Context: an optimization exercise on an open-source flow, tuned for small area, a short achievable clock period and few clock cycles per item. The choices shown serve that exercise and are no tape-out recipe.
The RTL was checked by simulation tests, not by an equivalence proof against the original design.
Power and IR drop assume default switching activity.

==> flow/design.v <==
module sprite_blit_colour_key_clip (
   input  logic        clock,
   input  logic        reset,
   input  logic        req_tvalid,
   output logic        req_tready,
   input  logic [31:0] req_tdata,
   output logic        rsp_tvalid,
   input  logic        rsp_tready,
   output logic [47:0] rsp_tdata,
   output logic [1:0]  rsp_tuser,
   output logic        rsp_tlast,
   input  logic        csr_we,
   input  logic [2:0]  csr_index,
   input  logic [11:0] csr_wdata
);
   localparam logic [15:0] KEY = 16'hF81F;
   function automatic logic geu(input logic [12:0] a, input logic [12:0] b);
      logic cy;
      cy = 1'b1;
      for (int i = 0; i < 13; i++)
         cy = (a[i] & ~b[i]) | (cy & (a[i] | ~b[i]));
      geu = cy;
   endfunction
   function automatic logic ges(input logic [12:0] a, input logic [12:0] b);
      ges = geu({~a[12], a[11:0]}, {~b[12], b[11:0]});
   endfunction
   logic [9:0]  wm1, hm1;           
   logic [11:0] px, py;             
   logic [1:0]  al, op;
   logic [11:0] sw, sh;             
   logic [12:0] xe;                 
   logic [12:0] colv;               
   logic [12:0] rowv;               
   logic [21:0] pb;                 
   logic        off_ff;
   logic [4:0]  ms;                 
   logic        rdy_ff, wr_ff;
   logic        s_valid, s_bgok;
   logic [15:0] s_pix;
   logic [9:0]  c, r;
   logic        hit;
   logic        o_valid, o_we, o_last;
   logic [21:0] o_dest;
   logic [15:0] o_pix;
   function automatic logic [9:0] clamp_s_m1(input logic [10:0] v);
      if (v == 11'd0)      clamp_s_m1 = 10'd0;
      else if (v[10])      clamp_s_m1 = 10'd1023;
      else                 clamp_s_m1 = v[9:0] - 10'd1;
   endfunction
   function automatic logic [11:0] clamp_f(input logic [11:0] v);
      if (v == 12'd0)                 clamp_f = 12'd1;
      else if (v[11] && |v[10:0])     clamp_f = 12'd2048;
      else                            clamp_f = v;
   endfunction
   always_ff @(posedge clock) begin
      if (reset) begin
         wm1 <= 10'd0;
         hm1 <= 10'd0;
         px  <= 12'd0;
         py  <= 12'd0;
         al  <= 2'd0;
         op  <= 2'd0;
         sw  <= 12'd1024;
         sh  <= 12'd768;
      end else if (csr_we) begin
         case (csr_index)
            3'd0: wm1 <= clamp_s_m1(csr_wdata[10:0]);
            3'd1: hm1 <= clamp_s_m1(csr_wdata[10:0]);
            3'd2: px  <= csr_wdata;
            3'd3: py  <= csr_wdata;
            3'd4: al  <= csr_wdata[1:0];
            3'd5: op  <= csr_wdata[1:0];
            3'd6: sw  <= clamp_f(csr_wdata);
            default: sh <= clamp_f(csr_wdata);
         endcase
      end
   end
   logic [9:0]  c_n;
   logic [11:0] dlo;
   logic [21:0] dest;
   logic        colvis, rowvis, vis, first, col_wrap, row_wrap;
   logic        spr_ok, bg_ok, can_out, in_acc, accept, s_valid_n;
   logic [15:0] pix;
   assign colvis   = !colv[12] && (colv[11:0] < sw);
   assign rowvis   = !rowv[12] && !geu({1'b0, rowv[11:0]}, {1'b0, sh});
   assign vis      = colvis && rowvis;
   assign dlo      = {1'b0, pb[10:0]} + {1'b0, colv[10:0]};
   assign dest     = {dlo[11] ? pb[21:11] + 11'd1 : pb[21:11], dlo[10:0]};
   assign first    = (c == 10'd0) && (r == 10'd0);
   assign col_wrap = geu({3'b000, c}, {3'b000, wm1});
   assign row_wrap = geu({3'b000, r}, {3'b000, hm1});
   assign pix      = s_valid ? s_pix : req_tdata[15:0];
   assign spr_ok   = pix != KEY;
   assign bg_ok    = s_valid ? s_bgok : req_tdata[31:16] != KEY;
   assign can_out    = !o_valid || rsp_tready;
   assign req_tready = rdy_ff;
   assign in_acc     = req_tvalid && rdy_ff;
   assign accept     = can_out && (s_valid ? ms == 5'd0 : in_acc);
   assign s_valid_n  = s_valid ? !accept : in_acc && !accept;
   assign c_n        = !accept ? c : col_wrap ? 10'd0 : c + 10'd1;
   always_ff @(posedge clock) begin
      if (reset) begin
         c       <= 10'd0;
         r       <= 10'd0;
         hit     <= 1'b0;
         o_valid <= 1'b0;
      end else begin
         if (accept) begin
            o_valid <= 1'b1;
            hit     <= (first ? 1'b0 : hit) |
                       ((op == 2'd3) && vis && spr_ok && bg_ok);
            c <= c_n;
            if (col_wrap)
               r <= row_wrap ? 10'd0 : r + 10'd1;
         end else if (rsp_tready) begin
            o_valid <= 1'b0;
         end
      end
   end
   always_ff @(posedge clock) begin
      if (accept) begin
         o_we   <= vis && (op == 2'd2 || (!op[1] && spr_ok));
         o_dest <= vis ? dest : 22'd0;
         o_pix  <= pix;
         o_last <= col_wrap && row_wrap;
      end
   end
   logic [12:0] xb;
   logic        xci;
   logic [21:0] add_a, add_b, sum;
   logic [22:0] sum_x;
   logic [13:0] xe_x;
   logic        add_ci, restart;
   logic [4:0]  ms_n;
   logic        m_i, m_1, m_2, m_h, m_hb;    
   logic        sel_c, sel_e;                
   logic        off_x, off_y, wr2_ff;
   always_comb begin
      xb  = ({13{sel_c}} & ~{4'b0000, wm1[9:1]}) |
            ({13{sel_e}} & ~{3'b000, wm1});
      xci = sel_c && !wm1[0];
      xe_x = {px[11], px, xci} + {xb, xci};
      add_a  = ({22{m_h}} & {pb[20:0], 1'b0}) |
               ({22{m_1}} & {{10{py[11]}}, py}) |
               ({22{!m_h && !m_1}} & pb);
      add_b  = ({22{m_i}} & ~{10'd0, sw}) |
               ({22{m_1}} & {12'd0, hm1}) |
               ({22{m_2}} & ~{12'd0, r}) |
               ({22{m_hb}} & {{9{rowv[12]}}, rowv});
      add_ci = m_i || m_2;
      sum_x = {add_a, add_ci} + {add_b, add_ci};
      sum   = sum_x[22:1];
      restart = (csr_we && (csr_index == 3'd1 || csr_index == 3'd3 || csr_index == 3'd6)) ||
                (accept && col_wrap && row_wrap);
      if (restart)            ms_n = 5'd1;
      else if (ms == 5'd2)    ms_n = 5'd27;
      else if (ms == 5'd16)   ms_n = 5'd0;
      else if (ms[4])         ms_n = ms - 5'd1;
      else if (ms == 5'd1)    ms_n = 5'd2;
      else                    ms_n = 5'd0;
   end
   always_ff @(posedge clock) begin
      xe     <= xe_x[13:1];
      colv   <= !accept ? xe + {3'b000, c} : col_wrap ? xe : colv + 13'd1;
      if (in_acc && !accept) begin
         s_pix  <= req_tdata[15:0];
         s_bgok <= req_tdata[31:16] != KEY;
      end
      sel_c  <= op != 2'd3 && al == 2'd1;
      sel_e  <= op != 2'd3 && al == 2'd2;
      off_x  <= ges(~{3'b000, wm1}, xe) ||                   
                ges(xe, {1'b0, sw});                         
      off_y  <= ges(~{3'b000, hm1}, {py[11], py}) ||         
                ges({py[11], py}, {1'b0, sh});               
      off_ff <= off_x || off_y;
      if (m_h || m_1 || (accept && col_wrap && !row_wrap))
         pb <= sum;
      else if (m_2)
         pb <= 22'd0;
      if (m_2)
         rowv <= sum[12:0];
      else if (accept && col_wrap && !row_wrap)
         rowv <= rowv - 13'd1;
   end
   always_ff @(posedge clock) begin
      if (reset) begin
         ms     <= 5'd1;
         m_i    <= 1'b0;
         m_1    <= 1'b1;
         m_2    <= 1'b0;
         m_h    <= 1'b0;
         m_hb   <= 1'b0;
         rdy_ff <= 1'b0;
         wr_ff  <= 1'b0;
         wr2_ff <= 1'b0;
         s_valid <= 1'b0;
      end else begin
         ms     <= ms_n;
         m_i    <= ms_n == 5'd0;
         m_1    <= ms_n == 5'd1;
         m_2    <= ms_n == 5'd2;
         m_h    <= ms_n[4];
         m_hb   <= ms_n[4] && sw[ms_n[3:0]];
         wr_ff  <= csr_we;
         wr2_ff <= wr_ff;
         s_valid <= s_valid_n;
         rdy_ff <= ms_n == 5'd0 && !csr_we && !wr_ff && !wr2_ff && !s_valid_n;
      end
   end
   assign rsp_tvalid = o_valid;
   assign rsp_tdata  = {7'd0, off_ff, hit, o_pix, o_dest, o_we};
   assign rsp_tuser  = {op[1], op[0] && !op[1]};
   assign rsp_tlast  = o_last;
endmodule
export LEC_CHECK = 0
export CAP_MARGIN = 20
export CORE_MARGIN = 2
export CORE_UTILIZATION = 40
export SETUP_SLACK_MARGIN = 4.0
export SLEW_MARGIN = 20
create_clock -name core_clock -period 7.0 [get_ports {clock}]
standard.sh (not shown) runs the stock make flow with config.mk's settings and CLKGATE_MAP_FILE= SYNTH_SCRIPT=/design/flow/synth_recipe.tcl, a recipe that flattens the netlist after the stock synthesis.
==> flow/flow/run.sh <==
#!/bin/bash
# The standard layout (standard.sh), with one change: the port buffers that
# global placement inserts on every input and output use buf_2 instead of the
# resizer's default pick (clkdlybuf4s50_1, a slow delay buffer).
set -euo pipefail
export BUFFER_PORTS_ARGS="-buffer_cell sky130_fd_sc_hd__buf_2"
bash standard.sh finish > standard_finish.log 2>&1
Testbench counts at the start, summed over its fixed seeds: cycles 43,016, items 40,504.
==> next run, changes <==
--- a/flow/design.v
+++ b/flow/design.v
@@ -30,12 +30,13 @@
    logic [11:0] sw, sh;             
    logic [12:0] xe;                 
    logic [12:0] colv;               
    logic [12:0] rowv;               
    logic [21:0] pb;                 
    logic        off_ff;
+   logic        rvis_ff;            
    logic [4:0]  ms;                 
    logic        rdy_ff, wr_ff;
    logic        s_valid, s_bgok;
    logic [15:0] s_pix;
    logic [9:0]  c, r;
    logic        hit;
@@ -79,13 +80,13 @@
    logic [11:0] dlo;
    logic [21:0] dest;
    logic        colvis, rowvis, vis, first, col_wrap, row_wrap;
    logic        spr_ok, bg_ok, can_out, in_acc, accept, s_valid_n;
    logic [15:0] pix;
    assign colvis   = !colv[12] && (colv[11:0] < sw);
-   assign rowvis   = !rowv[12] && !geu({1'b0, rowv[11:0]}, {1'b0, sh});
+   assign rowvis   = rvis_ff;
    assign vis      = colvis && rowvis;
    assign dlo      = {1'b0, pb[10:0]} + {1'b0, colv[10:0]};
    assign dest     = {dlo[11] ? pb[21:11] + 11'd1 : pb[21:11], dlo[10:0]};
    assign first    = (c == 10'd0) && (r == 10'd0);
    assign col_wrap = geu({3'b000, c}, {3'b000, wm1});
    assign row_wrap = geu({3'b000, r}, {3'b000, hm1});
@@ -178,12 +179,16 @@
       else if (m_2)
          pb <= 22'd0;
       if (m_2)
          rowv <= sum[12:0];
       else if (accept && col_wrap && !row_wrap)
          rowv <= rowv - 13'd1;
+      if (accept && col_wrap && !row_wrap)
+         rvis_ff <= !rowv[12] && rowv != 13'd0 && geu({1'b0, sh}, {1'b0, rowv[11:0]});
+      else
+         rvis_ff <= !rowv[12] && !geu({1'b0, rowv[11:0]}, {1'b0, sh});
    end
    always_ff @(posedge clock) begin
       if (reset) begin
          ms     <= 5'd1;
          m_i    <= 1'b0;
          m_1    <= 1'b1;
Result: The changed run finished clean; final cell count rises by 2.3%; fmax went down by about 2.2%; design area grows by about 1.6%; synthesized area rose by 2.5%; via count came out higher by about 2.4%; global-route usage stays flat; first-iteration DRC count goes up by about 4.3%; power went down by 4.1%; clock power falls by about 5%; routed wire length rose by about 3%; die area climbs by 2.5%; sequential power is about the same; worst setup slack degrades by 0.069 ns.
Testbench counts after the change, summed over its fixed seeds: cycles 43,016, items 40,504.

-- static timing again, ports no longer ideal --
Ports are ideal in the flow. The routed layouts listed here were re-timed in OpenROAD. Step 1, drivers: a clkbuf_16 drives clock and a buf_2 each remaining input, both assumed. Step 2 moves the port delays by t, midway between the first and last clock arrival at a register: inputs arrive t later, outputs are due t later. That takes back most of the time a late clock gives input paths. Three values: ideal ports, drivers, drivers and shift; two values: the first two.
run	t (ns)	slack for setup (ns)	pins driven straight from the clock port
the first run	0.592	3.900 / 3.900 / 3.527	1
the second run	0.593	3.830 / 3.830 / 3.295	1
After both steps every run listed still meets setup and hold. For the second run, which loses most, drivers alone change the setup slack by 0.000 ns; drivers and shift together by -0.535 ns.
